This design comes from an exercise in tuning for small area and a short achievable clock period on the open sky130 flow, not from production work.
Function was not checked in any run shown here: the RTL went through the layout flow alone.

[flow/run.sh]
#!/bin/bash
# Standard layout (settings from config.mk via config.mk) plus the settings
# in flow/extra.mk: plain buf_1 port buffers instead of the default
# delay-cell buffers, and a larger setup margin for timing repair.
set -e
cp config.mk config_in.log
cat flow/extra.mk >> config.mk
bash standard.sh > standard.log 2>&1
[constraint.sdc]
create_clock -name core_clock -period 10.5 [get_ports {clk}]
set_input_delay 2.1000 -clock core_clock [delete_from_list [all_inputs] [get_ports {clk}]]
set_output_delay 2.1000 -clock core_clock [all_outputs]
set_load 0.01 [all_outputs]
[design.v]
package xgmii_rx_pkg;
    localparam logic [7:0] XGMII_START = 8'hFB;
    localparam logic [7:0] XGMII_TERM  = 8'hFD;
    localparam logic [7:0] XGMII_IDLE  = 8'h07;
    localparam int DATA_W = 64;
    localparam int LANES  = 8;
    typedef logic [13:0] frame_len_t;
    typedef enum logic [3:0] {
        RUNT,
        FRAGMENT,
        SZ_64,
        SZ_65_127,
        SZ_128_255,
        SZ_256_511,
        SZ_512_1023,
        SZ_1024_MAX,
        OVERSIZE,
        JABBER
    } size_class_t;
    localparam logic [31:0] CRC_PRESET = 32'hFFFF_FFFF;
    function automatic logic [31:0] crc_check_const(input logic [2:0] t);
        case (t)
            3'd0:    crc_check_const = 32'hDEBB201E;
            3'd1:    crc_check_const = 32'h00BE26ED;
            3'd2:    crc_check_const = 32'hBE26ED00;
            3'd3:    crc_check_const = 32'h2DFD1072;
            3'd4:    crc_check_const = 32'hFFFFFFFF;
            3'd5:    crc_check_const = 32'h62932081;
            3'd6:    crc_check_const = 32'h4E3D5E5C;
            default: crc_check_const = 32'h39DD08E2;
        endcase
    endfunction
endpackage
`timescale 1ns/100ps
module xgmii_frame_parser
(
    input  logic        clk,
    input  logic        inv_aresetn,
    input  logic [63:0] xgmii_data_i,
    input  logic [7:0]  xgmii_ctrl_i,
    output logic [63:0] word_o,
    output logic        word_start_o,
    output logic [2:0]  check_lane_o,
    input  logic        crc_match_i,
    output logic [63:0] axis_tdata_o,
    output logic [7:0]  axis_tkeep_o,
    output logic        axis_tvalid_o,
    output logic        axis_tlast_o,
    output logic        axis_tuser_o,
    output logic [10:0] words_o,
    output logic [2:0]  len_lo_o
);
    typedef enum logic [1:0] {
        ST_IDLE,
        ST_DATA,
        ST_TAIL
    } state_t;
    logic [63:0] data_mask;
    logic [2:0]  term_lane;
    logic        is_start;
    logic [7:0]  term_at;
    logic        to_tail;
    always_comb begin
        for (int i = 0; i < xgmii_rx_pkg::LANES; i++) begin
            data_mask[8*i +: 8] = {8{(i == 0 || !xgmii_ctrl_i[i]) && (i >= 4 || !to_tail)}};
        end
    end
    always_comb begin
        term_lane = '0;
        for (int i = xgmii_rx_pkg::LANES - 1; i >= 0; i--) begin
            if (xgmii_ctrl_i[i]) begin
                term_lane = 3'(i);
            end
        end
    end
    assign is_start = (xgmii_ctrl_i == 8'h01) && (xgmii_data_i[7:0] == xgmii_rx_pkg::XGMII_START);
    always_comb begin
        for (int i = 0; i < xgmii_rx_pkg::LANES; i++) begin
            term_at[i] = (xgmii_data_i[8*i +: 8] == xgmii_rx_pkg::XGMII_TERM) && ((xgmii_ctrl_i >> i) == (8'hFF >> i));
        end
    end
    logic        w_ctrl_q;
    logic [2:0]  w_lane_q;
    logic [7:0]  w_term_at_q;
    logic        w_term_ok_q;
    logic        w_start_q;
    logic [63:0] w_data_q;
    logic [63:0] hold_q;
    always_ff @(posedge clk) begin
        w_data_q    <= xgmii_data_i & data_mask;
        w_ctrl_q    <= |xgmii_ctrl_i;
        w_lane_q    <= term_lane;
        w_term_at_q <= term_at;
        w_start_q   <= is_start && !inv_aresetn;
        hold_q      <= w_data_q;
    end
    assign w_term_ok_q  = w_term_at_q[w_lane_q];
    assign word_o       = w_data_q;
    assign word_start_o = w_start_q;
    state_t      state_q;
    state_t      state_d;
    logic        held_vld_q;
    logic        held_vld_d;
    logic [2:0]  tail_lane_q;
    logic        tail_ok_q;
    logic [10:0] words_q;
    logic [10:0] words_d;
    logic [2:0]  len_lo_q;
    logic        cnt_inc_q;
    logic        cnt_first_q;
    logic        cnt_zero_q;
    logic        good;
    logic        tvalid_d;
    logic        tlast_d;
    logic [7:0]  tkeep_d;
    logic        tuser_d;
    logic [2:0]  len_lo_d;
    assign check_lane_o = (state_q == ST_TAIL) ? tail_lane_q : w_lane_q;
    assign good         = crc_match_i && ((state_q == ST_TAIL) ? tail_ok_q : w_term_ok_q);
    assign to_tail      = (state_d == ST_TAIL);
    assign words_o  = words_q;
    assign len_lo_o = len_lo_q;
    always_comb begin
        state_d    = state_q;
        held_vld_d = held_vld_q;
        tvalid_d   = 1'b0;
        tlast_d    = 1'b0;
        tkeep_d    = 8'hFF;
        tuser_d    = good;
        len_lo_d   = 3'd4;
        case (state_q)
            ST_IDLE: begin
                if (w_start_q) begin
                    state_d    = ST_DATA;
                    held_vld_d = 1'b0;
                end
            end
            ST_DATA: begin
                if (!w_ctrl_q) begin
                    tvalid_d   = held_vld_q;
                    held_vld_d = 1'b1;
                end else begin
                    held_vld_d = 1'b0;
                    state_d    = ST_IDLE;
                    tvalid_d   = held_vld_q;
                    if (!w_term_ok_q) begin
                        tlast_d = 1'b1;
                    end else if (w_lane_q < 3'd4) begin
                        tlast_d = 1'b1;
                        tkeep_d  = 8'hFF >> (3'd4 - w_lane_q);
                        len_lo_d = w_lane_q;
                    end else if (w_lane_q == 3'd4) begin
                        tlast_d = 1'b1;
                    end else begin
                        state_d = ST_TAIL;
                    end
                end
            end
            ST_TAIL: begin
                tvalid_d   = 1'b1;
                tlast_d    = 1'b1;
                tkeep_d    = 8'hFF >> (4'd12 - {1'b0, tail_lane_q});
                len_lo_d   = tail_lane_q;
                held_vld_d = 1'b0;
                state_d    = w_start_q ? ST_DATA : ST_IDLE;
            end
            default: begin
                state_d = ST_IDLE;
            end
        endcase
    end
    always_comb begin
        if (cnt_inc_q) begin
            words_d = cnt_first_q ? 11'd1 : words_q + 11'd1;
        end else if (cnt_zero_q) begin
            words_d = '0;
        end else begin
            words_d = words_q;
        end
    end
    always_ff @(posedge clk) begin
        axis_tdata_o <= hold_q;
        axis_tkeep_o <= tkeep_d;
        axis_tlast_o <= tlast_d;
        words_q      <= words_d;
        cnt_inc_q    <= (state_q == ST_DATA) && !w_ctrl_q;
        cnt_first_q  <= !held_vld_q;
        cnt_zero_q   <= (state_q == ST_DATA) && w_ctrl_q && !held_vld_q;
        tail_lane_q  <= w_lane_q;
        tail_ok_q    <= w_term_ok_q;
        if (tvalid_d && tlast_d) begin
            axis_tuser_o <= tuser_d;
            len_lo_q     <= len_lo_d;
        end
        if (inv_aresetn) begin
            state_q       <= ST_IDLE;
            held_vld_q    <= 1'b0;
            axis_tvalid_o <= 1'b0;
        end else begin
            state_q       <= state_d;
            held_vld_q    <= held_vld_d;
            axis_tvalid_o <= tvalid_d;
        end
    end
endmodule
`timescale 1ns/100ps
module xgmii_crc_check
(
    input  logic        clk,
    input  logic [63:0] word_i,
    input  logic        word_start_i,
    input  logic [2:0]  check_lane_i,
    output logic        crc_match_o
);
    logic [31:0] crc_q;
    logic [31:0] x;
    logic [31:0] d_hi;
    logic [31:0] nxt;
    assign x    = crc_q ^ word_i[31:0];
    assign d_hi = word_i[63:32];
    logic [380:0] t;
    crc_xor2 u_x0 (.a(x[3]), .b(x[13]), .y(t[0]));
    crc_xor2 u_x1 (.a(x[11]), .b(x[12]), .y(t[1]));
    crc_xor2 u_x2 (.a(d_hi[7]), .b(x[19]), .y(t[2]));
    crc_xor2 u_x3 (.a(d_hi[0]), .b(d_hi[22]), .y(t[3]));
    crc_xor2 u_x4 (.a(x[6]), .b(x[16]), .y(t[4]));
    crc_xor2 u_x5 (.a(x[4]), .b(x[9]), .y(t[5]));
    crc_xor2 u_x6 (.a(x[5]), .b(x[31]), .y(t[6]));
    crc_xor2 u_x7 (.a(d_hi[4]), .b(x[7]), .y(t[7]));
    crc_xor2 u_x8 (.a(d_hi[5]), .b(x[8]), .y(t[8]));
    crc_xor2 u_x9 (.a(d_hi[24]), .b(x[10]), .y(t[9]));
    crc_xor2 u_x10 (.a(d_hi[23]), .b(x[30]), .y(t[10]));
    crc_xor2 u_x11 (.a(d_hi[15]), .b(t[0]), .y(t[11]));
    crc_xor2 u_x12 (.a(d_hi[2]), .b(d_hi[26]), .y(t[12]));
    crc_xor2 u_x13 (.a(d_hi[3]), .b(d_hi[6]), .y(t[13]));
    crc_xor2 u_x14 (.a(d_hi[11]), .b(x[14]), .y(t[14]));
    crc_xor2 u_x15 (.a(d_hi[12]), .b(x[15]), .y(t[15]));
    crc_xor2 u_x16 (.a(d_hi[19]), .b(t[2]), .y(t[16]));
    crc_xor2 u_x17 (.a(d_hi[14]), .b(d_hi[30]), .y(t[17]));
    crc_xor2 u_x18 (.a(d_hi[16]), .b(d_hi[28]), .y(t[18]));
    crc_xor2 u_x19 (.a(d_hi[18]), .b(d_hi[25]), .y(t[19]));
    crc_xor2 u_x20 (.a(d_hi[13]), .b(d_hi[29]), .y(t[20]));
    crc_xor2 u_x21 (.a(d_hi[21]), .b(x[26]), .y(t[21]));
    crc_xor2 u_x22 (.a(x[1]), .b(x[21]), .y(t[22]));
    crc_xor2 u_x23 (.a(d_hi[27]), .b(x[22]), .y(t[23]));
    crc_xor2 u_x24 (.a(t[3]), .b(x[27]), .y(t[24]));
    crc_xor2 u_x25 (.a(d_hi[20]), .b(x[25]), .y(t[25]));
    crc_xor2 u_x26 (.a(d_hi[31]), .b(x[17]), .y(t[26]));
    crc_xor2 u_x27 (.a(x[0]), .b(x[2]), .y(t[27]));
    crc_xor2 u_x28 (.a(d_hi[8]), .b(x[20]), .y(t[28]));
    crc_xor2 u_x29 (.a(d_hi[9]), .b(t[1]), .y(t[29]));
    crc_xor2 u_x30 (.a(d_hi[1]), .b(d_hi[10]), .y(t[30]));
    crc_xor2 u_x31 (.a(d_hi[17]), .b(t[6]), .y(t[31]));
    crc_xor2 u_x32 (.a(t[5]), .b(t[10]), .y(t[32]));
    crc_xor2 u_x33 (.a(x[18]), .b(x[23]), .y(t[33]));
    crc_xor2 u_x34 (.a(x[28]), .b(x[29]), .y(t[34]));
    crc_xor2 u_x35 (.a(d_hi[31]), .b(t[8]), .y(t[35]));
    crc_xor2 u_x36 (.a(t[4]), .b(t[13]), .y(t[36]));
    crc_xor2 u_x37 (.a(t[7]), .b(t[17]), .y(t[37]));
    crc_xor2 u_x38 (.a(t[9]), .b(t[31]), .y(t[38]));
    crc_xor2 u_x39 (.a(t[12]), .b(x[24]), .y(t[39]));
    crc_xor2 u_x40 (.a(t[24]), .b(x[11]), .y(t[40]));
    crc_xor2 u_x41 (.a(d_hi[0]), .b(t[15]), .y(t[41]));
    crc_xor2 u_x42 (.a(d_hi[25]), .b(d_hi[29]), .y(t[42]));
    crc_xor2 u_x43 (.a(d_hi[2]), .b(x[5]), .y(t[43]));
    crc_xor2 u_x44 (.a(d_hi[3]), .b(x[23]), .y(t[44]));
    crc_xor2 u_x45 (.a(d_hi[30]), .b(x[8]), .y(t[45]));
    crc_xor2 u_x46 (.a(x[24]), .b(x[25]), .y(t[46]));
    crc_xor2 u_x47 (.a(x[18]), .b(x[29]), .y(t[47]));
    crc_xor2 u_x48 (.a(d_hi[9]), .b(t[14]), .y(t[48]));
    crc_xor2 u_x49 (.a(d_hi[27]), .b(t[28]), .y(t[49]));
    crc_xor2 u_x50 (.a(t[26]), .b(x[21]), .y(t[50]));
    crc_xor2 u_x51 (.a(t[25]), .b(t[34]), .y(t[51]));
    crc_xor2 u_x52 (.a(d_hi[6]), .b(t[33]), .y(t[52]));
    crc_xor2 u_x53 (.a(t[5]), .b(t[23]), .y(t[53]));
    crc_xor2 u_x54 (.a(d_hi[28]), .b(t[22]), .y(t[54]));
    crc_xor2 u_x55 (.a(t[18]), .b(t[32]), .y(t[55]));
    crc_xor2 u_x56 (.a(t[16]), .b(x[1]), .y(t[56]));
    crc_xor2 u_x57 (.a(t[11]), .b(x[16]), .y(t[57]));
    crc_xor2 u_x58 (.a(d_hi[11]), .b(d_hi[17]), .y(t[58]));
    crc_xor2 u_x59 (.a(d_hi[5]), .b(d_hi[7]), .y(t[59]));
    crc_xor2 u_x60 (.a(d_hi[3]), .b(x[4]), .y(t[60]));
    crc_xor2 u_x61 (.a(x[12]), .b(x[28]), .y(t[61]));
    crc_xor2 u_x62 (.a(d_hi[10]), .b(x[22]), .y(t[62]));
    crc_xor2 u_x63 (.a(d_hi[16]), .b(x[14]), .y(t[63]));
    crc_xor2 u_x64 (.a(d_hi[13]), .b(x[2]), .y(t[64]));
    crc_xor2 u_x65 (.a(d_hi[26]), .b(t[30]), .y(t[65]));
    crc_xor2 u_x66 (.a(d_hi[23]), .b(x[7]), .y(t[66]));
    crc_xor2 u_x67 (.a(x[5]), .b(x[30]), .y(t[67]));
    crc_xor2 u_x68 (.a(x[2]), .b(x[27]), .y(t[68]));
    crc_xor2 u_x69 (.a(t[3]), .b(x[10]), .y(t[69]));
    crc_xor2 u_x70 (.a(d_hi[1]), .b(x[15]), .y(t[70]));
    crc_xor2 u_x71 (.a(t[19]), .b(t[20]), .y(t[71]));
    crc_xor2 u_x72 (.a(x[12]), .b(x[13]), .y(t[72]));
    crc_xor2 u_x73 (.a(t[58]), .b(x[20]), .y(t[73]));
    crc_xor2 u_x74 (.a(t[61]), .b(x[31]), .y(t[74]));
    crc_xor2 u_x75 (.a(t[28]), .b(x[3]), .y(t[75]));
    crc_xor2 u_x76 (.a(t[8]), .b(t[14]), .y(t[76]));
    crc_xor2 u_x77 (.a(d_hi[2]), .b(t[27]), .y(t[77]));
    crc_xor2 u_x78 (.a(t[6]), .b(t[39]), .y(t[78]));
    crc_xor2 u_x79 (.a(d_hi[4]), .b(t[40]), .y(t[79]));
    crc_xor2 u_x80 (.a(t[36]), .b(t[54]), .y(t[80]));
    crc_xor2 u_x81 (.a(d_hi[15]), .b(t[35]), .y(t[81]));
    crc_xor2 u_x82 (.a(t[29]), .b(x[9]), .y(t[82]));
    crc_xor2 u_x83 (.a(t[21]), .b(t[50]), .y(t[83]));
    crc_xor2 u_x84 (.a(d_hi[7]), .b(d_hi[24]), .y(t[84]));
    crc_xor2 u_x85 (.a(d_hi[14]), .b(d_hi[18]), .y(t[85]));
    crc_xor2 u_x86 (.a(d_hi[18]), .b(x[30]), .y(t[86]));
    crc_xor2 u_x87 (.a(d_hi[23]), .b(x[28]), .y(t[87]));
    crc_xor2 u_x88 (.a(x[14]), .b(x[26]), .y(t[88]));
    crc_xor2 u_x89 (.a(t[12]), .b(t[30]), .y(t[89]));
    crc_xor2 u_x90 (.a(t[30]), .b(x[15]), .y(t[90]));
    crc_xor2 u_x91 (.a(t[19]), .b(x[0]), .y(t[91]));
    crc_xor2 u_x92 (.a(d_hi[14]), .b(x[7]), .y(t[92]));
    crc_xor2 u_x93 (.a(t[17]), .b(x[6]), .y(t[93]));
    crc_xor2 u_x94 (.a(d_hi[17]), .b(x[18]), .y(t[94]));
    crc_xor2 u_x95 (.a(x[0]), .b(x[4]), .y(t[95]));
    crc_xor2 u_x96 (.a(t[59]), .b(x[17]), .y(t[96]));
    crc_xor2 u_x97 (.a(t[18]), .b(t[20]), .y(t[97]));
    crc_xor2 u_x98 (.a(d_hi[8]), .b(x[24]), .y(t[98]));
    crc_xor2 u_x99 (.a(d_hi[12]), .b(t[19]), .y(t[99]));
    crc_xor2 u_x100 (.a(x[10]), .b(x[17]), .y(t[100]));
    crc_xor2 u_x101 (.a(t[23]), .b(x[16]), .y(t[101]));
    crc_xor2 u_x102 (.a(t[25]), .b(t[43]), .y(t[102]));
    crc_xor2 u_x103 (.a(t[46]), .b(x[3]), .y(t[103]));
    crc_xor2 u_x104 (.a(t[10]), .b(t[23]), .y(t[104]));
    crc_xor2 u_x105 (.a(t[4]), .b(x[24]), .y(t[105]));
    crc_xor2 u_x106 (.a(t[47]), .b(t[62]), .y(t[106]));
    crc_xor2 u_x107 (.a(t[92]), .b(x[19]), .y(t[107]));
    crc_xor2 u_x108 (.a(t[4]), .b(t[94]), .y(t[108]));
    crc_xor2 u_x109 (.a(t[1]), .b(t[71]), .y(t[109]));
    crc_xor2 u_x110 (.a(d_hi[24]), .b(t[0]), .y(t[110]));
    crc_xor2 u_x111 (.a(t[27]), .b(t[72]), .y(t[111]));
    crc_xor2 u_x112 (.a(t[7]), .b(t[22]), .y(t[112]));
    crc_xor2 u_x113 (.a(t[7]), .b(x[6]), .y(t[113]));
    crc_xor2 u_x114 (.a(t[15]), .b(x[26]), .y(t[114]));
    crc_xor2 u_x115 (.a(t[9]), .b(t[14]), .y(t[115]));
    crc_xor2 u_x116 (.a(d_hi[20]), .b(t[15]), .y(t[116]));
    crc_xor2 u_x117 (.a(d_hi[22]), .b(t[1]), .y(t[117]));
    crc_xor2 u_x118 (.a(t[24]), .b(t[46]), .y(t[118]));
    crc_xor2 u_x119 (.a(t[39]), .b(t[44]), .y(t[119]));
    crc_xor2 u_x120 (.a(t[21]), .b(t[69]), .y(t[120]));
    crc_xor2 u_x121 (.a(t[60]), .b(t[96]), .y(t[121]));
    crc_xor2 u_x122 (.a(t[63]), .b(x[13]), .y(t[122]));
    crc_xor2 u_x123 (.a(t[20]), .b(t[21]), .y(t[123]));
    crc_xor2 u_x124 (.a(t[66]), .b(t[89]), .y(t[124]));
    crc_xor2 u_x125 (.a(t[98]), .b(x[29]), .y(t[125]));
    crc_xor2 u_x126 (.a(d_hi[1]), .b(t[2]), .y(t[126]));
    crc_xor2 u_x127 (.a(d_hi[7]), .b(t[27]), .y(t[127]));
    crc_xor2 u_x128 (.a(d_hi[29]), .b(t[11]), .y(t[128]));
    crc_xor2 u_x129 (.a(t[37]), .b(t[53]), .y(t[129]));
    crc_xor2 u_x130 (.a(t[51]), .b(t[75]), .y(t[130]));
    crc_xor2 u_x131 (.a(t[41]), .b(t[102]), .y(t[131]));
    crc_xor2 u_x132 (.a(t[26]), .b(t[37]), .y(t[132]));
    crc_xor2 u_x133 (.a(t[45]), .b(t[101]), .y(t[133]));
    crc_xor2 u_x134 (.a(t[49]), .b(t[76]), .y(t[134]));
    crc_xor2 u_x135 (.a(t[65]), .b(t[113]), .y(t[135]));
    crc_xor2 u_x136 (.a(t[18]), .b(t[36]), .y(t[136]));
    crc_xor2 u_x137 (.a(d_hi[21]), .b(t[41]), .y(t[137]));
    crc_xor2 u_x138 (.a(t[16]), .b(t[26]), .y(t[138]));
    crc_xor2 u_x139 (.a(d_hi[6]), .b(t[48]), .y(t[139]));
    crc_xor2 u_x140 (.a(t[68]), .b(t[117]), .y(t[140]));
    crc_xor2 u_x141 (.a(d_hi[12]), .b(t[40]), .y(t[141]));
    crc_xor2 u_x142 (.a(t[29]), .b(t[49]), .y(t[142]));
    crc_xor2 u_x143 (.a(t[70]), .b(t[77]), .y(t[143]));
    crc_xor2 u_x144 (.a(t[2]), .b(t[53]), .y(t[144]));
    crc_xor2 u_x145 (.a(t[11]), .b(t[90]), .y(t[145]));
    crc_xor2 u_x146 (.a(t[37]), .b(t[123]), .y(t[146]));
    crc_xor2 u_x147 (.a(d_hi[25]), .b(t[35]), .y(t[147]));
    crc_xor2 u_x148 (.a(t[38]), .b(t[42]), .y(t[148]));
    crc_xor2 u_x149 (.a(t[57]), .b(t[132]), .y(t[149]));
    crc_xor2 u_x150 (.a(d_hi[22]), .b(t[56]), .y(t[150]));
    crc_xor2 u_x151 (.a(d_hi[28]), .b(t[83]), .y(t[151]));
    crc_xor2 u_x152 (.a(t[56]), .b(x[22]), .y(t[152]));
    crc_xor2 u_x153 (.a(t[80]), .b(t[137]), .y(t[153]));
    crc_xor2 u_x154 (.a(t[116]), .b(t[134]), .y(t[154]));
    crc_xor2 u_x155 (.a(t[38]), .b(t[87]), .y(t[155]));
    crc_xor2 u_x156 (.a(t[79]), .b(t[108]), .y(t[156]));
    crc_xor2 u_x157 (.a(t[97]), .b(t[131]), .y(t[157]));
    crc_xor2 u_x158 (.a(d_hi[20]), .b(t[12]), .y(t[158]));
    crc_xor2 u_x159 (.a(x[1]), .b(t[63]), .y(t[159]));
    crc_xor2 u_x160 (.a(t[100]), .b(t[158]), .y(t[160]));
    crc_xor2 u_x161 (.a(t[32]), .b(t[36]), .y(t[161]));
    crc_xor2 u_x162 (.a(t[75]), .b(t[126]), .y(t[162]));
    crc_xor2 u_x163 (.a(t[159]), .b(t[160]), .y(t[163]));
    crc_xor2 u_x164 (.a(t[79]), .b(t[161]), .y(t[164]));
    crc_xor2 u_x165 (.a(t[162]), .b(t[163]), .y(t[165]));
    crc_xor2 u_x166 (.a(d_hi[21]), .b(x[18]), .y(t[166]));
    crc_xor2 u_x167 (.a(x[21]), .b(t[7]), .y(t[167]));
    crc_xor2 u_x168 (.a(t[166]), .b(t[121]), .y(t[168]));
    crc_xor2 u_x169 (.a(t[167]), .b(t[142]), .y(t[169]));
    crc_xor2 u_x170 (.a(t[143]), .b(t[168]), .y(t[170]));
    crc_xor2 u_x171 (.a(t[155]), .b(t[169]), .y(t[171]));
    crc_xor2 u_x172 (.a(d_hi[4]), .b(d_hi[8]), .y(t[172]));
    crc_xor2 u_x173 (.a(t[3]), .b(x[19]), .y(t[173]));
    crc_xor2 u_x174 (.a(t[172]), .b(t[8]), .y(t[174]));
    crc_xor2 u_x175 (.a(t[43]), .b(t[91]), .y(t[175]));
    crc_xor2 u_x176 (.a(t[173]), .b(t[29]), .y(t[176]));
    crc_xor2 u_x177 (.a(t[106]), .b(t[110]), .y(t[177]));
    crc_xor2 u_x178 (.a(t[174]), .b(t[175]), .y(t[178]));
    crc_xor2 u_x179 (.a(t[80]), .b(t[176]), .y(t[179]));
    crc_xor2 u_x180 (.a(t[177]), .b(t[178]), .y(t[180]));
    crc_xor2 u_x181 (.a(d_hi[5]), .b(t[13]), .y(t[181]));
    crc_xor2 u_x182 (.a(t[42]), .b(x[17]), .y(t[182]));
    crc_xor2 u_x183 (.a(x[20]), .b(x[23]), .y(t[183]));
    crc_xor2 u_x184 (.a(t[181]), .b(t[182]), .y(t[184]));
    crc_xor2 u_x185 (.a(t[183]), .b(t[32]), .y(t[185]));
    crc_xor2 u_x186 (.a(t[48]), .b(t[111]), .y(t[186]));
    crc_xor2 u_x187 (.a(t[184]), .b(t[135]), .y(t[187]));
    crc_xor2 u_x188 (.a(t[185]), .b(t[186]), .y(t[188]));
    crc_xor2 u_x189 (.a(t[152]), .b(t[187]), .y(t[189]));
    crc_xor2 u_x190 (.a(d_hi[10]), .b(d_hi[30]), .y(t[190]));
    crc_xor2 u_x191 (.a(t[190]), .b(t[0]), .y(t[191]));
    crc_xor2 u_x192 (.a(t[9]), .b(t[52]), .y(t[192]));
    crc_xor2 u_x193 (.a(t[78]), .b(t[112]), .y(t[193]));
    crc_xor2 u_x194 (.a(t[127]), .b(t[191]), .y(t[194]));
    crc_xor2 u_x195 (.a(t[192]), .b(t[193]), .y(t[195]));
    crc_xor2 u_x196 (.a(t[194]), .b(t[154]), .y(t[196]));
    crc_xor2 u_x197 (.a(d_hi[8]), .b(x[11]), .y(t[197]));
    crc_xor2 u_x198 (.a(t[64]), .b(t[197]), .y(t[198]));
    crc_xor2 u_x199 (.a(t[48]), .b(t[103]), .y(t[199]));
    crc_xor2 u_x200 (.a(t[198]), .b(t[144]), .y(t[200]));
    crc_xor2 u_x201 (.a(t[147]), .b(t[199]), .y(t[201]));
    crc_xor2 u_x202 (.a(t[153]), .b(t[200]), .y(t[202]));
    crc_xor2 u_x203 (.a(x[1]), .b(x[6]), .y(t[203]));
    crc_xor2 u_x204 (.a(t[10]), .b(t[44]), .y(t[204]));
    crc_xor2 u_x205 (.a(t[62]), .b(t[68]), .y(t[205]));
    crc_xor2 u_x206 (.a(t[88]), .b(t[203]), .y(t[206]));
    crc_xor2 u_x207 (.a(t[29]), .b(t[107]), .y(t[207]));
    crc_xor2 u_x208 (.a(t[204]), .b(t[205]), .y(t[208]));
    crc_xor2 u_x209 (.a(t[206]), .b(t[207]), .y(t[209]));
    crc_xor2 u_x210 (.a(t[208]), .b(t[157]), .y(t[210]));
    crc_xor2 u_x211 (.a(d_hi[24]), .b(x[8]), .y(t[211]));
    crc_xor2 u_x212 (.a(x[27]), .b(t[27]), .y(t[212]));
    crc_xor2 u_x213 (.a(t[44]), .b(t[73]), .y(t[213]));
    crc_xor2 u_x214 (.a(t[211]), .b(t[74]), .y(t[214]));
    crc_xor2 u_x215 (.a(t[105]), .b(t[212]), .y(t[215]));
    crc_xor2 u_x216 (.a(t[213]), .b(t[145]), .y(t[216]));
    crc_xor2 u_x217 (.a(t[146]), .b(t[214]), .y(t[217]));
    crc_xor2 u_x218 (.a(t[215]), .b(t[216]), .y(t[218]));
    crc_xor2 u_x219 (.a(d_hi[2]), .b(d_hi[16]), .y(t[219]));
    crc_xor2 u_x220 (.a(t[219]), .b(t[5]), .y(t[220]));
    crc_xor2 u_x221 (.a(t[22]), .b(t[34]), .y(t[221]));
    crc_xor2 u_x222 (.a(t[99]), .b(t[76]), .y(t[222]));
    crc_xor2 u_x223 (.a(t[118]), .b(t[220]), .y(t[223]));
    crc_xor2 u_x224 (.a(t[221]), .b(t[222]), .y(t[224]));
    crc_xor2 u_x225 (.a(t[223]), .b(t[149]), .y(t[225]));
    crc_xor2 u_x226 (.a(t[43]), .b(t[64]), .y(t[226]));
    crc_xor2 u_x227 (.a(t[114]), .b(t[226]), .y(t[227]));
    crc_xor2 u_x228 (.a(t[81]), .b(t[130]), .y(t[228]));
    crc_xor2 u_x229 (.a(t[227]), .b(t[152]), .y(t[229]));
    crc_xor2 u_x230 (.a(t[156]), .b(t[228]), .y(t[230]));
    crc_xor2 u_x231 (.a(t[12]), .b(t[59]), .y(t[231]));
    crc_xor2 u_x232 (.a(t[85]), .b(x[14]), .y(t[232]));
    crc_xor2 u_x233 (.a(x[23]), .b(t[34]), .y(t[233]));
    crc_xor2 u_x234 (.a(t[64]), .b(t[231]), .y(t[234]));
    crc_xor2 u_x235 (.a(t[232]), .b(t[29]), .y(t[235]));
    crc_xor2 u_x236 (.a(t[112]), .b(t[120]), .y(t[236]));
    crc_xor2 u_x237 (.a(t[233]), .b(t[234]), .y(t[237]));
    crc_xor2 u_x238 (.a(t[235]), .b(t[236]), .y(t[238]));
    crc_xor2 u_x239 (.a(d_hi[14]), .b(d_hi[19]), .y(t[239]));
    crc_xor2 u_x240 (.a(t[13]), .b(t[239]), .y(t[240]));
    crc_xor2 u_x241 (.a(t[8]), .b(t[240]), .y(t[241]));
    crc_xor2 u_x242 (.a(t[104]), .b(t[125]), .y(t[242]));
    crc_xor2 u_x243 (.a(t[241]), .b(t[140]), .y(t[243]));
    crc_xor2 u_x244 (.a(t[145]), .b(t[242]), .y(t[244]));
    crc_xor2 u_x245 (.a(d_hi[2]), .b(d_hi[4]), .y(t[245]));
    crc_xor2 u_x246 (.a(t[84]), .b(x[23]), .y(t[246]));
    crc_xor2 u_x247 (.a(t[245]), .b(t[25]), .y(t[247]));
    crc_xor2 u_x248 (.a(t[246]), .b(t[74]), .y(t[248]));
    crc_xor2 u_x249 (.a(t[247]), .b(t[55]), .y(t[249]));
    crc_xor2 u_x250 (.a(t[57]), .b(t[139]), .y(t[250]));
    crc_xor2 u_x251 (.a(t[248]), .b(t[249]), .y(t[251]));
    crc_xor2 u_x252 (.a(d_hi[10]), .b(t[21]), .y(t[252]));
    crc_xor2 u_x253 (.a(t[41]), .b(t[121]), .y(t[253]));
    crc_xor2 u_x254 (.a(t[122]), .b(t[125]), .y(t[254]));
    crc_xor2 u_x255 (.a(t[252]), .b(t[253]), .y(t[255]));
    crc_xor2 u_x256 (.a(t[254]), .b(t[148]), .y(t[256]));
    crc_xor2 u_x257 (.a(d_hi[8]), .b(d_hi[13]), .y(t[257]));
    crc_xor2 u_x258 (.a(d_hi[26]), .b(d_hi[30]), .y(t[258]));
    crc_xor2 u_x259 (.a(t[19]), .b(x[25]), .y(t[259]));
    crc_xor2 u_x260 (.a(t[257]), .b(t[258]), .y(t[260]));
    crc_xor2 u_x261 (.a(t[67]), .b(t[70]), .y(t[261]));
    crc_xor2 u_x262 (.a(t[259]), .b(t[260]), .y(t[262]));
    crc_xor2 u_x263 (.a(t[261]), .b(t[262]), .y(t[263]));
    crc_xor2 u_x264 (.a(t[139]), .b(t[263]), .y(t[264]));
    crc_xor2 u_x265 (.a(d_hi[5]), .b(d_hi[9]), .y(t[265]));
    crc_xor2 u_x266 (.a(d_hi[27]), .b(t[85]), .y(t[266]));
    crc_xor2 u_x267 (.a(t[265]), .b(t[4]), .y(t[267]));
    crc_xor2 u_x268 (.a(t[266]), .b(t[74]), .y(t[268]));
    crc_xor2 u_x269 (.a(t[114]), .b(t[124]), .y(t[269]));
    crc_xor2 u_x270 (.a(t[267]), .b(t[138]), .y(t[270]));
    crc_xor2 u_x271 (.a(t[268]), .b(t[269]), .y(t[271]));
    crc_xor2 u_x272 (.a(d_hi[13]), .b(d_hi[27]), .y(t[272]));
    crc_xor2 u_x273 (.a(x[8]), .b(x[11]), .y(t[273]));
    crc_xor2 u_x274 (.a(t[272]), .b(t[47]), .y(t[274]));
    crc_xor2 u_x275 (.a(t[273]), .b(t[11]), .y(t[275]));
    crc_xor2 u_x276 (.a(t[115]), .b(t[274]), .y(t[276]));
    crc_xor2 u_x277 (.a(t[55]), .b(t[135]), .y(t[277]));
    crc_xor2 u_x278 (.a(t[275]), .b(t[276]), .y(t[278]));
    crc_xor2 u_x279 (.a(t[150]), .b(t[277]), .y(t[279]));
    crc_xor2 u_x280 (.a(t[1]), .b(t[77]), .y(t[280]));
    crc_xor2 u_x281 (.a(t[107]), .b(t[55]), .y(t[281]));
    crc_xor2 u_x282 (.a(t[280]), .b(t[148]), .y(t[282]));
    crc_xor2 u_x283 (.a(t[154]), .b(t[281]), .y(t[283]));
    crc_xor2 u_x284 (.a(d_hi[26]), .b(x[20]), .y(t[284]));
    crc_xor2 u_x285 (.a(t[45]), .b(t[71]), .y(t[285]));
    crc_xor2 u_x286 (.a(t[284]), .b(t[11]), .y(t[286]));
    crc_xor2 u_x287 (.a(t[285]), .b(t[38]), .y(t[287]));
    crc_xor2 u_x288 (.a(t[82]), .b(t[286]), .y(t[288]));
    crc_xor2 u_x289 (.a(t[153]), .b(t[287]), .y(t[289]));
    crc_xor2 u_x290 (.a(d_hi[19]), .b(t[4]), .y(t[290]));
    crc_xor2 u_x291 (.a(t[65]), .b(t[69]), .y(t[291]));
    crc_xor2 u_x292 (.a(t[50]), .b(t[109]), .y(t[292]));
    crc_xor2 u_x293 (.a(t[122]), .b(t[127]), .y(t[293]));
    crc_xor2 u_x294 (.a(t[290]), .b(t[291]), .y(t[294]));
    crc_xor2 u_x295 (.a(t[129]), .b(t[292]), .y(t[295]));
    crc_xor2 u_x296 (.a(t[293]), .b(t[294]), .y(t[296]));
    crc_xor2 u_x297 (.a(x[15]), .b(t[24]), .y(t[297]));
    crc_xor2 u_x298 (.a(t[33]), .b(t[67]), .y(t[298]));
    crc_xor2 u_x299 (.a(t[72]), .b(t[73]), .y(t[299]));
    crc_xor2 u_x300 (.a(t[16]), .b(t[297]), .y(t[300]));
    crc_xor2 u_x301 (.a(t[298]), .b(t[299]), .y(t[301]));
    crc_xor2 u_x302 (.a(t[81]), .b(t[129]), .y(t[302]));
    crc_xor2 u_x303 (.a(t[136]), .b(t[300]), .y(t[303]));
    crc_xor2 u_x304 (.a(t[301]), .b(t[302]), .y(t[304]));
    crc_xor2 u_x305 (.a(x[7]), .b(x[28]), .y(t[305]));
    crc_xor2 u_x306 (.a(t[86]), .b(t[95]), .y(t[306]));
    crc_xor2 u_x307 (.a(t[305]), .b(t[31]), .y(t[307]));
    crc_xor2 u_x308 (.a(t[35]), .b(t[54]), .y(t[308]));
    crc_xor2 u_x309 (.a(t[119]), .b(t[306]), .y(t[309]));
    crc_xor2 u_x310 (.a(t[128]), .b(t[141]), .y(t[310]));
    crc_xor2 u_x311 (.a(t[307]), .b(t[308]), .y(t[311]));
    crc_xor2 u_x312 (.a(t[309]), .b(t[310]), .y(t[312]));
    crc_xor2 u_x313 (.a(t[20]), .b(t[86]), .y(t[313]));
    crc_xor2 u_x314 (.a(t[100]), .b(t[16]), .y(t[314]));
    crc_xor2 u_x315 (.a(t[78]), .b(t[313]), .y(t[315]));
    crc_xor2 u_x316 (.a(t[130]), .b(t[133]), .y(t[316]));
    crc_xor2 u_x317 (.a(t[140]), .b(t[314]), .y(t[317]));
    crc_xor2 u_x318 (.a(t[315]), .b(t[316]), .y(t[318]));
    crc_xor2 u_x319 (.a(d_hi[0]), .b(d_hi[3]), .y(t[319]));
    crc_xor2 u_x320 (.a(d_hi[19]), .b(x[0]), .y(t[320]));
    crc_xor2 u_x321 (.a(x[31]), .b(t[319]), .y(t[321]));
    crc_xor2 u_x322 (.a(t[0]), .b(t[33]), .y(t[322]));
    crc_xor2 u_x323 (.a(t[93]), .b(t[320]), .y(t[323]));
    crc_xor2 u_x324 (.a(t[321]), .b(t[32]), .y(t[324]));
    crc_xor2 u_x325 (.a(t[51]), .b(t[322]), .y(t[325]));
    crc_xor2 u_x326 (.a(t[323]), .b(t[142]), .y(t[326]));
    crc_xor2 u_x327 (.a(t[324]), .b(t[325]), .y(t[327]));
    crc_xor2 u_x328 (.a(t[151]), .b(t[326]), .y(t[328]));
    crc_xor2 u_x329 (.a(t[84]), .b(t[28]), .y(t[329]));
    crc_xor2 u_x330 (.a(t[66]), .b(t[78]), .y(t[330]));
    crc_xor2 u_x331 (.a(t[106]), .b(t[329]), .y(t[331]));
    crc_xor2 u_x332 (.a(t[82]), .b(t[83]), .y(t[332]));
    crc_xor2 u_x333 (.a(t[128]), .b(t[136]), .y(t[333]));
    crc_xor2 u_x334 (.a(t[330]), .b(t[331]), .y(t[334]));
    crc_xor2 u_x335 (.a(t[332]), .b(t[333]), .y(t[335]));
    crc_xor2 u_x336 (.a(t[42]), .b(t[22]), .y(t[336]));
    crc_xor2 u_x337 (.a(t[25]), .b(t[73]), .y(t[337]));
    crc_xor2 u_x338 (.a(t[52]), .b(t[110]), .y(t[338]));
    crc_xor2 u_x339 (.a(t[124]), .b(t[336]), .y(t[339]));
    crc_xor2 u_x340 (.a(t[337]), .b(t[82]), .y(t[340]));
    crc_xor2 u_x341 (.a(t[133]), .b(t[338]), .y(t[341]));
    crc_xor2 u_x342 (.a(t[339]), .b(t[340]), .y(t[342]));
    crc_xor2 u_x343 (.a(d_hi[10]), .b(t[45]), .y(t[343]));
    crc_xor2 u_x344 (.a(t[99]), .b(t[111]), .y(t[344]));
    crc_xor2 u_x345 (.a(t[115]), .b(t[119]), .y(t[345]));
    crc_xor2 u_x346 (.a(t[343]), .b(t[144]), .y(t[346]));
    crc_xor2 u_x347 (.a(t[344]), .b(t[345]), .y(t[347]));
    crc_xor2 u_x348 (.a(t[151]), .b(t[346]), .y(t[348]));
    crc_xor2 u_x349 (.a(d_hi[1]), .b(d_hi[11]), .y(t[349]));
    crc_xor2 u_x350 (.a(d_hi[25]), .b(x[13]), .y(t[350]));
    crc_xor2 u_x351 (.a(t[349]), .b(t[95]), .y(t[351]));
    crc_xor2 u_x352 (.a(t[350]), .b(t[52]), .y(t[352]));
    crc_xor2 u_x353 (.a(t[104]), .b(t[105]), .y(t[353]));
    crc_xor2 u_x354 (.a(t[351]), .b(t[138]), .y(t[354]));
    crc_xor2 u_x355 (.a(t[352]), .b(t[353]), .y(t[355]));
    crc_xor2 u_x356 (.a(t[157]), .b(t[354]), .y(t[356]));
    crc_xor2 u_x357 (.a(t[52]), .b(t[103]), .y(t[357]));
    crc_xor2 u_x358 (.a(t[38]), .b(t[55]), .y(t[358]));
    crc_xor2 u_x359 (.a(t[141]), .b(t[146]), .y(t[359]));
    crc_xor2 u_x360 (.a(t[357]), .b(t[358]), .y(t[360]));
    crc_xor2 u_x361 (.a(x[4]), .b(x[26]), .y(t[361]));
    crc_xor2 u_x362 (.a(t[93]), .b(t[361]), .y(t[362]));
    crc_xor2 u_x363 (.a(t[109]), .b(t[118]), .y(t[363]));
    crc_xor2 u_x364 (.a(t[126]), .b(t[362]), .y(t[364]));
    crc_xor2 u_x365 (.a(t[81]), .b(t[363]), .y(t[365]));
    crc_xor2 u_x366 (.a(t[364]), .b(t[155]), .y(t[366]));
    crc_xor2 u_x367 (.a(x[12]), .b(t[9]), .y(t[367]));
    crc_xor2 u_x368 (.a(t[60]), .b(t[67]), .y(t[368]));
    crc_xor2 u_x369 (.a(t[88]), .b(t[91]), .y(t[369]));
    crc_xor2 u_x370 (.a(t[51]), .b(t[367]), .y(t[370]));
    crc_xor2 u_x371 (.a(t[368]), .b(t[369]), .y(t[371]));
    crc_xor2 u_x372 (.a(t[370]), .b(t[371]), .y(t[372]));
    crc_xor2 u_x373 (.a(t[149]), .b(t[150]), .y(t[373]));
    crc_xor2 u_x374 (.a(t[13]), .b(x[9]), .y(t[374]));
    crc_xor2 u_x375 (.a(t[6]), .b(t[47]), .y(t[375]));
    crc_xor2 u_x376 (.a(t[374]), .b(t[16]), .y(t[376]));
    crc_xor2 u_x377 (.a(t[120]), .b(t[375]), .y(t[377]));
    crc_xor2 u_x378 (.a(t[57]), .b(t[143]), .y(t[378]));
    crc_xor2 u_x379 (.a(t[147]), .b(t[376]), .y(t[379]));
    crc_xor2 u_x380 (.a(t[377]), .b(t[378]), .y(t[380]));
    crc_xor2 u_n0 (.a(t[164]), .b(t[165]), .y(nxt[0]));
    crc_xor2 u_n1 (.a(t[170]), .b(t[171]), .y(nxt[1]));
    crc_xor2 u_n2 (.a(t[179]), .b(t[180]), .y(nxt[2]));
    crc_xor2 u_n3 (.a(t[188]), .b(t[189]), .y(nxt[3]));
    crc_xor2 u_n4 (.a(t[195]), .b(t[196]), .y(nxt[4]));
    crc_xor2 u_n5 (.a(t[201]), .b(t[202]), .y(nxt[5]));
    crc_xor2 u_n6 (.a(t[209]), .b(t[210]), .y(nxt[6]));
    crc_xor2 u_n7 (.a(t[217]), .b(t[218]), .y(nxt[7]));
    crc_xor2 u_n8 (.a(t[224]), .b(t[225]), .y(nxt[8]));
    crc_xor2 u_n9 (.a(t[229]), .b(t[230]), .y(nxt[9]));
    crc_xor2 u_n10 (.a(t[237]), .b(t[238]), .y(nxt[10]));
    crc_xor2 u_n11 (.a(t[243]), .b(t[244]), .y(nxt[11]));
    crc_xor2 u_n12 (.a(t[250]), .b(t[251]), .y(nxt[12]));
    crc_xor2 u_n13 (.a(t[255]), .b(t[256]), .y(nxt[13]));
    crc_xor2 u_n14 (.a(t[156]), .b(t[264]), .y(nxt[14]));
    crc_xor2 u_n15 (.a(t[270]), .b(t[271]), .y(nxt[15]));
    crc_xor2 u_n16 (.a(t[278]), .b(t[279]), .y(nxt[16]));
    crc_xor2 u_n17 (.a(t[282]), .b(t[283]), .y(nxt[17]));
    crc_xor2 u_n18 (.a(t[288]), .b(t[289]), .y(nxt[18]));
    crc_xor2 u_n19 (.a(t[295]), .b(t[296]), .y(nxt[19]));
    crc_xor2 u_n20 (.a(t[303]), .b(t[304]), .y(nxt[20]));
    crc_xor2 u_n21 (.a(t[311]), .b(t[312]), .y(nxt[21]));
    crc_xor2 u_n22 (.a(t[317]), .b(t[318]), .y(nxt[22]));
    crc_xor2 u_n23 (.a(t[327]), .b(t[328]), .y(nxt[23]));
    crc_xor2 u_n24 (.a(t[334]), .b(t[335]), .y(nxt[24]));
    crc_xor2 u_n25 (.a(t[341]), .b(t[342]), .y(nxt[25]));
    crc_xor2 u_n26 (.a(t[347]), .b(t[348]), .y(nxt[26]));
    crc_xor2 u_n27 (.a(t[355]), .b(t[356]), .y(nxt[27]));
    crc_xor2 u_n28 (.a(t[359]), .b(t[360]), .y(nxt[28]));
    crc_xor2 u_n29 (.a(t[365]), .b(t[366]), .y(nxt[29]));
    crc_xor2 u_n30 (.a(t[372]), .b(t[373]), .y(nxt[30]));
    crc_xor2 u_n31 (.a(t[379]), .b(t[380]), .y(nxt[31]));
    assign crc_match_o = (x == xgmii_rx_pkg::crc_check_const(check_lane_i));
    always_ff @(posedge clk) begin
        if (word_start_i) begin
            crc_q <= xgmii_rx_pkg::CRC_PRESET;
        end else begin
            crc_q <= nxt;
        end
    end
endmodule
module crc_xor2
(
    input  logic a,
    input  logic b,
    output logic y
);
    assign y = a ^ b;
endmodule
`timescale 1ns/100ps
module rx_frame_stats
#(
    parameter int MAX_FRAME_LEN = 1518
) (
    input  logic        clk,
    input  logic        inv_aresetn,
    input  logic        tvalid_i,
    input  logic        tlast_i,
    input  logic        tuser_i,
    input  logic [10:0] words_i,
    input  logic [2:0]  len_lo_i,
    output logic        stat_valid_o,
    output logic        stat_crc_ok_o,
    output logic [13:0] stat_len_o,
    output logic [3:0]  stat_size_o,
    output logic [31:0] good_frames_o,
    output logic [31:0] bad_frames_o
);
    logic frame_end;
    xgmii_rx_pkg::frame_len_t frame_len;
    function automatic xgmii_rx_pkg::size_class_t classify(input xgmii_rx_pkg::frame_len_t len, input logic crc_ok);
        if (len < 14'd64) begin
            classify = crc_ok ? xgmii_rx_pkg::RUNT : xgmii_rx_pkg::FRAGMENT;
        end else if (len == 14'd64) begin
            classify = xgmii_rx_pkg::SZ_64;
        end else if (len < 14'd128) begin
            classify = xgmii_rx_pkg::SZ_65_127;
        end else if (len < 14'd256) begin
            classify = xgmii_rx_pkg::SZ_128_255;
        end else if (len < 14'd512) begin
            classify = xgmii_rx_pkg::SZ_256_511;
        end else if (len < 14'd1024) begin
            classify = xgmii_rx_pkg::SZ_512_1023;
        end else if (len <= 14'(MAX_FRAME_LEN)) begin
            classify = xgmii_rx_pkg::SZ_1024_MAX;
        end else begin
            classify = crc_ok ? xgmii_rx_pkg::OVERSIZE : xgmii_rx_pkg::JABBER;
        end
    endfunction
    assign frame_end  = tvalid_i && tlast_i;
    function automatic logic [31:0] inc_toggle(input logic [31:0] cnt, input logic en);
        logic [7:0] c;
        c[0] = en;
        for (int k = 1; k < 8; k++) begin
            c[k] = c[k-1] & (&cnt[4*(k-1) +: 4]);
        end
        for (int k = 0; k < 8; k++) begin
            inc_toggle[4*k] = c[k];
            for (int j = 1; j < 4; j++) begin
                inc_toggle[4*k+j] = inc_toggle[4*k+j-1] & cnt[4*k+j-1];
            end
        end
    endfunction
    assign frame_len     = {words_i, len_lo_i};
    assign stat_len_o    = frame_len;
    assign stat_crc_ok_o = tuser_i;
    always_ff @(posedge clk) begin
        stat_size_o   <= classify(frame_len, tuser_i);
        if (inv_aresetn) begin
            stat_valid_o  <= 1'b0;
            good_frames_o <= '0;
            bad_frames_o  <= '0;
        end else begin
            stat_valid_o <= frame_end;
            good_frames_o <= good_frames_o ^ inc_toggle(good_frames_o, frame_end && tuser_i);
            bad_frames_o  <= bad_frames_o ^ inc_toggle(bad_frames_o, frame_end && !tuser_i);
        end
    end
endmodule
`timescale 1ns/100ps
module xgmii_rx_top
#(
    parameter int MAX_FRAME_LEN = 1518
) (
    input  logic        clk,
    input  logic        inv_aresetn,
    input  logic [63:0] xgmii_data_i,
    input  logic [7:0]  xgmii_ctrl_i,
    output logic [63:0] axis_tdata_o,
    output logic [7:0]  axis_tkeep_o,
    output logic        axis_tvalid_o,
    output logic        axis_tlast_o,
    output logic        axis_tuser_o,
    output logic        stat_valid_o,
    output logic        stat_crc_ok_o,
    output logic [13:0] stat_len_o,
    output logic [3:0]  stat_size_o,
    output logic [31:0] good_frames_o,
    output logic [31:0] bad_frames_o
);
    logic [63:0] word;
    logic        word_start;
    logic [2:0]  check_lane;
    logic        crc_match;
    logic [10:0] words;
    logic [2:0]  len_lo;
    xgmii_frame_parser u_parser (
        .clk           (clk),
        .inv_aresetn   (inv_aresetn),
        .xgmii_data_i  (xgmii_data_i),
        .xgmii_ctrl_i  (xgmii_ctrl_i),
        .word_o        (word),
        .word_start_o  (word_start),
        .check_lane_o  (check_lane),
        .crc_match_i   (crc_match),
        .axis_tdata_o  (axis_tdata_o),
        .axis_tkeep_o  (axis_tkeep_o),
        .axis_tvalid_o (axis_tvalid_o),
        .axis_tlast_o  (axis_tlast_o),
        .axis_tuser_o  (axis_tuser_o),
        .words_o       (words),
        .len_lo_o      (len_lo)
    );
    xgmii_crc_check u_crc_check (
        .clk          (clk),
        .word_i       (word),
        .word_start_i (word_start),
        .check_lane_i (check_lane),
        .crc_match_o  (crc_match)
    );
    rx_frame_stats #(
        .MAX_FRAME_LEN (MAX_FRAME_LEN)
    ) u_stats (
        .clk           (clk),
        .inv_aresetn   (inv_aresetn),
        .tvalid_i      (axis_tvalid_o),
        .tlast_i       (axis_tlast_o),
        .tuser_i       (axis_tuser_o),
        .words_i       (words),
        .len_lo_i      (len_lo),
        .stat_valid_o  (stat_valid_o),
        .stat_crc_ok_o (stat_crc_ok_o),
        .stat_len_o    (stat_len_o),
        .stat_size_o   (stat_size_o),
        .good_frames_o (good_frames_o),
        .bad_frames_o  (bad_frames_o)
    );
endmodule
[flow/extra.mk]
export BUFFER_PORTS_ARGS = -buffer_cell sky130_fd_sc_hd__buf_1
export SETUP_SLACK_MARGIN = 7.25
[standard.sh]
#!/bin/bash
# synth_recipe.tcl (not shown) runs the flow's synth.tcl, then flattens the netlist and writes it again
# the make line also repeats each setting of config.mk as NAME=value (left out here)
make -C /OpenROAD-flow-scripts/flow DESIGN_CONFIG=/design/flow/config.mk WORK_HOME=/design/flow/orfs CLKGATE_MAP_FILE= SYNTH_SCRIPT=/design/flow/synth_recipe.tcl "${@:-finish}"
[config.mk]
export PLATFORM = sky130hd
export DESIGN_NAME = xgmii_rx_top
export DESIGN_NICKNAME = xgmii_rx_top
export VERILOG_FILES = /design/flow/design.v
export SDC_FILE = /design/flow/constraint.sdc
export NUM_CORES = 4
export LEC_CHECK = 0
export CAP_MARGIN = 20
export CORE_MARGIN = 2
export CORE_UTILIZATION = 55
export CTS_CLUSTER_DIAMETER = 120
export CTS_CLUSTER_SIZE = 25
export SLEW_MARGIN = 20
export SYNTH_HIERARCHICAL = 1
export BUFFER_PORTS_ARGS = -buffer_cell sky130_fd_sc_hd__buf_1
export SETUP_SLACK_MARGIN = 7.25
==> run notes, run 1 <==
- Status: complete, no violations
- WL/cell: around 22 microns
- Critical path required time: between 8 and 9 ns
- Clock skew: around 0.030 ns
- Inserted Clock Buffers: 17
- Slew HR: 0.368
- Layout cells sized above 1: 0.108
- Die Area: 0.0301 sq mm
- Min-delay worst type: flop to flop
- Routability congestion estimate: 1.08
- Vias per cell: 5.37
- Die span in x: roughly 170 microns
- Setup violators final: 0
- Crit. End Element: primary output
- CTS tree: yes
- Via count: ~11000
- #FFs+latches synth: approximately 340
- Port Buffers: roughly 230
- Critical Path Fanout Max: 3
- Nature of the critical path startpoint: flop
- CP Cell Sequence: buf_1
- Site row count: slightly above 60
- GRT overflow: 0
- EDFF count, synth: 15
- Clock Latency Late Sink: ~0.54 ns
- First-pass GRT wire length: around 66000 microns
- Final cycle utilization of the critical path: 0.315
- Gr usage total: 0.293
- Max-slew violations: 0
- CP max stage cell: edfxtp_1
- DR pass1 iterations: 5
- DRT Wirelength: 45100 microns
- Clk sinks: about 340
- Clk slew on worst S/H paths: 0.10 ns
- CTS max path bufs: 3
- CTS Root Cell: clkbuf_16
- Most area-consuming cells after synthesis: dfxtp_1, xor2_1, ha_1
- Critical path buffers and inverters: 1
- Mapped Nets: between 1500 and 2000
- First-iteration detailed-routing DRC count: about 980
- Mapped Cells: around 1500
- Max-Cap Viols: 0
- Main synth FF type: dfxtp_1
- Synth warnings: 9
- Initial antenna violation count: 0
- Vias in the first global route: between 10000 and 15000
- Kind of critical path: flop to primary output
- Post-DP HPWL: between 30000 and 40000 microns
- Setup TNS: 0 ns
- Final nets: between 1500 and 2000
- H-tree depth: 1
- # diodes: 0
- Yosys top cell area share: 0.414
- Final min period: roughly 3.3 ns
- Yosys top cell by area: dfxtp_1
- Die height: 173 microns
- RSZ-0062 raised after global routing: yes
- Least-Margin Pin Slew: ~0.95 ns
- Post-synthesis sequential area ratio: 0.442
- Synth cell types: 78
- Cell Area, Synth: 0.0158 sq mm
- Ys async rst share: 0
- Post-route ant nets: 0
- Fmax: 302 MHz
- Final std cells w/o fill: between 2000 and 2500
- Largest net degree at the start of global routing: 71
- Initial Utilization: 0.554
- Worst EP arrival: between 1 and 1.5 ns
- Ports: 233
- Worst path max stage delay: 0.50 ns
- Remaining DRCs: 0
- Syn Area/Cell: approximately 11 sq um
- Core Area: ~0.028 sq mm
- Hold Vio Cnt, Final: 0
- Critical path's top delay family: flip-flops
- P&R area growth vs syn: 13.0%
- Placed Cells incl. Taps: about 2100
-- through the flow --
stage | area [sq um] | util | hold WS, ns | worst slack (ns)
global route | 17800 | 0.626 | 0.336 | 7.15
CTS | 17600 | 0.620 | 0.329 | 7.16
global placement | 17000 | 0.597 | 0.311 | 6.95
detailed placement | 17000 | 0.597 | 0.312 | 6.93
floorplan | 15800 | - | 0.310 | 7.56
finish | 17800 | 0.626 | 0.330 | 7.19
-- Yosys stat by module, one instance, submodules excluded, a selection --
module              area, sq um  times used  flip-flops and latches
crc_xor2                   8.76         413                       0
xgmii_frame_parser         7000           1                     240
xgmii_crc_check            2100           1                      32
-- cell type report --
type | count | area, sq um
multi-input cells | 1001 | 8440
clock buffers | 22 | 454
well taps | 384 | 480
inverters | 72 | 270
flip-flops and latches | 341 | 6990
fillers | 2434 | 10600
clock inverters | 2 | 17.5
repair buffers | 272 | 1180
-- path summary, 6_finish.rpt --
kind	start	endpoint	slack [ns]	depth (start not counted)
max	u_parser.axis_tuser_o$_DFFE_PP_	stat_crc_ok_o	7.19	1
min	u_parser.hold_q[37]$_DFF_P_	u_parser.axis_tdata_o[37]$_DFF_P_	0.33	0
min reg2reg	u_parser.hold_q[37]$_DFF_P_	u_parser.axis_tdata_o[37]$_DFF_P_	0.33	0
max reg2reg	u_parser.w_data_q[54]$_DFF_P_	u_crc_check.crc_q[9]$_SDFF_PP1_	7.24	8
-- cells in the mapped netlist, types with 5 or more instances --
library cell,number
xor2_1,437
dfxtp_1,326
nor2b_1,90
inv_1,72
ha_1,60
nor2_1,47
or2_2,33
xnor2_1,31
nand4_1,28
o21ai_0,27
nand2_1,25
nor3_1,20
a2111oi_2,18
a21oi_1,18
buf_4,18
clkbuf_1,17
edfxtp_1,15
a211oi_1,14
nand3_1,14
nor4_1,10
and3_1,9
nand2b_1,8
o211ai_1,7
buf_6,6
nand4b_1,6
and2_1,5
and4_1,5
buf_2,5
mux2i_1,5
xor2_2,5
-- kinds of logic after synthesis --
| group | count (synthesis) | share of synthesized area |
|---|---|---|
| AND/OR/NAND/NOR | 326 | 0.125 |
| flip-flops | 341 | 0.442 |
| AO/OA/AOI/OAI | 127 | 0.0700 |
| multiplexers | 11 | 0.00936 |
| adder cells (fa/ha/maj) | 61 | 0.0482 |
| buffers and inverters | 124 | 0.0372 |
| XOR/XNOR | 476 | 0.268 |
-- layout by cell type, fill, tap and decap left out, types with 6 or more instances in the layout --
| master | n |
|---|---|
| a2111oi_2 | 18 |
| a211oi_1 | 14 |
| a21oi_1 | 18 |
| and3_1 | 9 |
| buf_1 | 222 |
| buf_4 | 39 |
| clkbuf_16 | 17 |
| clkbuf_2 | 11 |
| dfxtp_1 | 323 |
| edfxtp_1 | 15 |
| ha_1 | 59 |
| inv_1 | 72 |
| nand2_1 | 25 |
| nand2b_1 | 8 |
| nand3_1 | 14 |
| nand4_1 | 28 |
| nand4b_1 | 6 |
| nor2_1 | 46 |
| nor2b_1 | 89 |
| nor3_1 | 19 |
| nor4_1 | 10 |
| o211ai_1 | 7 |
| o21ai_0 | 24 |
| or2_2 | 33 |
| xnor2_1 | 28 |
| xnor2_2 | 6 |
| xor2_1 | 420 |
| xor2_2 | 18 |
-- registers in the layout, summed over array words and instances (netlist names), 2 cells and up --
| register | count |
|---|---|
| u_parser.words_q | 11 |
| u_parser.axis_tkeep_o | 8 |
| u_parser.w_data_q | 64 |
| u_parser.state_q | 2 |
| u_parser.w_term_at_q | 8 |
| u_stats.bad_frames_o | 32 |
| u_stats.stat_size_o | 4 |
| u_stats.good_frames_o | 32 |
| u_crc_check.crc_q | 32 |
| u_parser.tail_lane_q | 3 |
| u_parser.hold_q | 64 |
| u_parser.axis_tdata_o | 64 |
| u_parser.w_lane_q | 3 |
| u_parser.len_lo_q | 3 |
-- per-layer routing --
| layer | vias up | track usage | part of all wire |
|---|---|---|---|
| met4 | 0 | 0.0968 | 0.035 |
| met2 | 493 | 0.472 | 0.46 |
| li1 | 5303 | - | - |
| met3 | 98 | 0.0463 | 0.076 |
| met5 | - | 0 | 0 |
| met1 | 5349 | 0.404 | 0.43 |
-- timing repair --
item,CTS,global route
endpoints found under the setup margin,31,39
resized for setup,14,27
pin swaps,0,1
gates cloned,0,0
buffers inserted,12,6
hold buffers,0,0
-- worst reg2reg max path, cell delays in order, from the launching register on --
cell     delay, ns
dfxtp_1       0.57
xor2_2        0.37
xor2_1        0.40
xor2_1        0.48
xor2_1        0.30
xor2_1        0.45
xor2_1        0.15
xor2_1        0.19
or2_2         0.27
==> run 2, diff against run 1 <==
--- a/design.v
+++ b/design.v
@@ -57,31 +57,16 @@
     } state_t;
     logic [63:0] data_mask;
-    logic [2:0]  term_lane;
     logic        is_start;
-    logic [7:0]  term_at;
+    logic [7:0]  is_term;
     logic        to_tail;
     always_comb begin
         for (int i = 0; i < xgmii_rx_pkg::LANES; i++) begin
-            data_mask[8*i +: 8] = {8{(i == 0 || !xgmii_ctrl_i[i]) && (i >= 4 || !to_tail)}};
-        end
-    end
-    always_comb begin
-        term_lane = '0;
-        for (int i = xgmii_rx_pkg::LANES - 1; i >= 0; i--) begin
-            if (xgmii_ctrl_i[i]) begin
-                term_lane = 3'(i);
-            end
+            data_mask[8*i +: 8] = {8{(i == 0 || i == 4 || !xgmii_ctrl_i[i]) && (i >= 4 || !to_tail)}};
+            is_term[i] = (xgmii_data_i[8*i +: 8] == xgmii_rx_pkg::XGMII_TERM);
         end
     end
     assign is_start = (xgmii_ctrl_i == 8'h01) && (xgmii_data_i[7:0] == xgmii_rx_pkg::XGMII_START);
-    always_comb begin
-        for (int i = 0; i < xgmii_rx_pkg::LANES; i++) begin
-            term_at[i] = (xgmii_data_i[8*i +: 8] == xgmii_rx_pkg::XGMII_TERM) && ((xgmii_ctrl_i >> i) == (8'hFF >> i));
-        end
-    end
-    logic        w_ctrl_q;
-    logic [2:0]  w_lane_q;
-    logic [7:0]  w_term_at_q;
-    logic        w_term_ok_q;
+    logic [7:0]  w_ctrl8_q;
+    logic [7:0]  w_is_term_q;
     logic        w_start_q;
     logic [63:0] w_data_q;
@@ -89,11 +74,22 @@
     always_ff @(posedge clk) begin
         w_data_q    <= xgmii_data_i & data_mask;
-        w_ctrl_q    <= |xgmii_ctrl_i;
-        w_lane_q    <= term_lane;
-        w_term_at_q <= term_at;
+        w_ctrl8_q   <= xgmii_ctrl_i;
+        w_is_term_q <= is_term;
         w_start_q   <= is_start && !inv_aresetn;
         hold_q      <= w_data_q;
     end
-    assign w_term_ok_q  = w_term_at_q[w_lane_q];
+    logic        w_ctrl_q;
+    logic [2:0]  w_lane_q;
+    logic        w_term_ok_q;
+    always_comb begin
+        w_lane_q = '0;
+        for (int i = xgmii_rx_pkg::LANES - 1; i >= 0; i--) begin
+            if (w_ctrl8_q[i]) begin
+                w_lane_q = 3'(i);
+            end
+        end
+    end
+    assign w_ctrl_q    = |w_ctrl8_q;
+    assign w_term_ok_q = w_is_term_q[w_lane_q] && ((w_ctrl8_q >> w_lane_q) == (8'hFF >> w_lane_q));
     assign word_o       = w_data_q;
     assign word_start_o = w_start_q;
==> flow/extra.mk (replaced) <==
export BUFFER_PORTS_ARGS = -buffer_cell sky130_fd_sc_hd__buf_1
export SETUP_SLACK_MARGIN = 7.5
--- a/config.mk
+++ b/config.mk
@@ -14,3 +14,3 @@
 export SYNTH_HIERARCHICAL = 1
 export BUFFER_PORTS_ARGS = -buffer_cell sky130_fd_sc_hd__buf_1
-export SETUP_SLACK_MARGIN = 7.25
+export SETUP_SLACK_MARGIN = 7.5
==> run 2 against run 1 <==
Net effect: cell count increased by 7.5%; clock-buffer cell count decreased by 1; first-iteration DRC count increased by 3.7%; sequential cell count increased by 4; maximum frequency increased by 2.2%; via count increased by 9.2%; routed wire length increased by 10%; design area increased by 17%; highest routed layer unchanged.
==> run notes, run 2 <==
- FF-to-FF End: u_parser.axis_tuser_o$_DFFE_PP_
- Largest net degree at the start of global routing: 71 (unchanged)
- Least-Margin Pin Slew: 0.816 ns (-0.132 ns)
- Placed Cells incl. Taps: 2072 (+1.0%)
- Post-synthesis sequential area ratio: 0.443 (+0.000650)
- Worst path max stage delay: 0.45 ns (-0.05 ns)
- Cell Area, Synth: 0.0159 sq mm (+1.0%)
- CP Cell Sequence: buf_1
- Commonest non-fill, non-tap cell in the layout: xor2_1
- Kind of critical path: flop to primary output
- Critical path buffers and inverters: 1 (unchanged)
- Count leader, synth: xor2_1
- Mapped Cells: 1491 (+1.7%)
- FF-to-FF path depth: 13 (+5)
- Clk slew on worst S/H paths: 0.10 ns (about the same)
- Total stage count of the critical path: 1 (unchanged)
- # diodes: 0 (unchanged)
- Die height: 174 microns (+0.49%)
- Yosys top cell area share: 0.415 (+0.000933)
- Clk sinks: 345 (+1.2%)
- Initial Utilization: 0.557 (+0.00250)
- Synth warnings: 9 (unchanged)
- Mapped Nets: 1627 (+1.7%)
- GRT overflow: 0 (unchanged)
- Remaining DRCs: 0 (unchanged)
- Hold_sp: u_parser.hold_q[61]$_DFF_P_
- Synth cell types: 91 (+17%)
- #FFs+latches synth: 345 (+1.2%)
- Vias per cell: 5.46 (+1.6%)
- Critical Path Fanout Max: 3 (unchanged)
- Critical path's top delay family: flip-flops
- Yosys top cell by area: dfxtp_1
- Status: complete, no violations
- CP max stage cell: edfxtp_1
- Fin util: 0.730 (+0.104)
- Setup violators final: 0 (unchanged)
- Most frequent cells in the layout: xor2_1, dfxtp_1, buf_4
- Setup TNS: 0 ns (unchanged)
- Max-Cap Viols: 0 (unchanged)
- First-iteration detailed-routing DRC count: 1015 (+3.7%)
- H-tree depth: 1 (unchanged)
- Port Buffers: 232 (unchanged)
- Most common library cells after synthesis: xor2_1, dfxtp_1, nor2b_1
- Routability congestion estimate: 1.03 (-4.8%)
- Initial antenna violation count: 0 (unchanged)
- Final min period: 3.23 ns (-0.0728 ns)
- Slew HR: 0.456 (+0.0875)
- Crit path from: u_parser.axis_tuser_o$_DFFE_PP_
- DRT Wirelength: 49800 microns (+10%)
- Most area-consuming cells after synthesis: dfxtp_1, xor2_1, ha_1
- Gr usage total: 0.313 (+0.0198)
- Die span in x: 174 microns (+0.49%)
- CTS tree: yes
- Vias in the first global route: 12100 (+14%)
- Inserted Clock Buffers: 17 (unchanged)
- CTS Root Cell: clkbuf_16
- EDFF count, synth: 15 (unchanged)
- Crit. End Element: primary output
- First-pass GRT wire length: 72100 microns (+8.6%)
- Worst Hold End: u_parser.axis_tdata_o[61]$_DFF_P_
- Critical R2R Launch: u_parser.w_ctrl8_q[1]$_DFF_P_
- WL/cell: 22.1 microns (+2.5%)
- Post-route ant nets: 0 (unchanged)
- Min-delay worst type: flop to flop
- Clock Latency Late Sink: 0.53 ns (about the same)
- R2r setup slk: 7.27 ns (+0.03 ns)
- Hold Vio Cnt, Final: 0 (unchanged)
- Ports: 233 (unchanged)
- Syn Area/Cell: 10.7 sq um (-0.69%)
run 2: cell types whose count changed after synthesis, sizes merged, moves of 9 or more:
cell and delta:
inv -33, and3b +24, a2111oi -22, nand2 +15
nor2 +13, o21ai +13, a211oi -9, a21oi +9
and2 +9
run 2: cell families (layout without fill, tap and decap cells):
logic type	after synthesis	in the layout	share of synthesized area
mux	8	8	0.00644
fa+ha+maj	63	63	0.0493
simple gates	386	386	0.150
compound gates	129	134	0.0572
flops	345	345	0.443
xor+xnor	473	473	0.264
buf+inv	87	458	0.0302
run 2: per-module statistics from Yosys (local to each module, per instance), a selection:
module / area (sq um) / times used / flops+latches / cells
xgmii_frame_parser: 7160 / 1 / 244 / 564
xgmii_crc_check: 2100 / 1 / 32 / 235
crc_xor2: 8.76 / 413 / 0 / 1
run 2: stage by stage:
step	setup slack, ns	cell area (sq um)	hold slack (ns)
global placement	6.31	17100	0.310
global route	7.14	20900	0.321
floorplan	7.52	15900	0.310
CTS	7.25	19900	0.320
detailed placement	6.32	17100	0.312
finish	7.27	20900	0.314
run 2: worst max-delay path by stage:
stage,slack (ns),to
floorplan,7.52,u_parser.axis_tuser_o$_DFFE_PP_
global placement,6.31,u_parser.axis_tuser_o$_DFFE_PP_
detailed placement,6.32,u_parser.axis_tuser_o$_DFFE_PP_
CTS,7.25,axis_tuser_o
global route,7.14,u_parser.axis_tuser_o$_DFFE_PP_
finish,7.27,stat_crc_ok_o
run 2: per-layer routing:
metal  vias to the layer above  GRT usage  part of all wire
met5                         -          0                 0
met4                         0      0.115             0.045
met3                       148     0.0488             0.076
met2                       588      0.499              0.46
met1                      5910      0.432              0.42
li1                       5634          -                 -
run 2: cell type report:
class | count | area, sq um | area share
multi-input cells | 1064 | 9440 | 0.452
flip-flops and latches | 345 | 7230 | 0.346
repair buffers | 396 | 3140 | 0.150
well taps | 384 | 480 | 0.0230
clock buffers | 21 | 450 | 0.0215
inverters | 39 | 151 | 0.00724
clock inverters | 2 | 13.8 | 0.000658
run 2: worst reg2reg max path, cell delays in order (launching register included):
cell and delay (ns):
dfxtp_2 0.39, nor2_4 0.24, nand2_2 0.15, nor2_4 0.16
inv_2 0.11, o21ai_4 0.26, buf_12 0.21, nand3_1 0.14
a21boi_0 0.16, o311ai_1 0.37, o211ai_1 0.21, nor4_4 0.33
inv_1 0.09, o41ai_2 0.22
run 2: what timing repair did:
item	in CTS	in global routing
setup buffers	100	48
cloned	7	1
pin swaps	25	37
setup endpoints to repair	237	223
gates resized for setup	437	127

==> afterwards: timing with drivers on the ports <==
In the flow no input, the clock included, has a driving cell. The finished layouts below were timed again as built, in two steps.
Step 1: set_driving_cell puts a clkbuf_16 on clk and a buf_2 on each other input, an assumption about the parent block.
Step 2 adds t to the input delays and takes it off the output delays; t is the mean of the earliest and latest rising clock arrival at the registers after step 1. Input paths then give back, and output paths get back, about the clock's delay inside the block.
a / b / c = no drivers / after step 1 / after step 2; a / b = the first two.
run	t, ns	slack for setup (ns)	worst setup path after step 2	latest minus earliest clock arrival (ns)	worst slew at a driven data input, ns
run 1	0.579	7.194 / 7.138 / 6.914	input to register	0.031 / 0.031	0.05
run 2	0.570	7.267 / 7.213 / 7.191	input to register	0.025 / 0.025	0.06
After both steps every run listed still meets setup and hold. The setup slack of run 1, which loses most, moves by -0.056 ns with the drivers and by -0.280 ns with both steps.
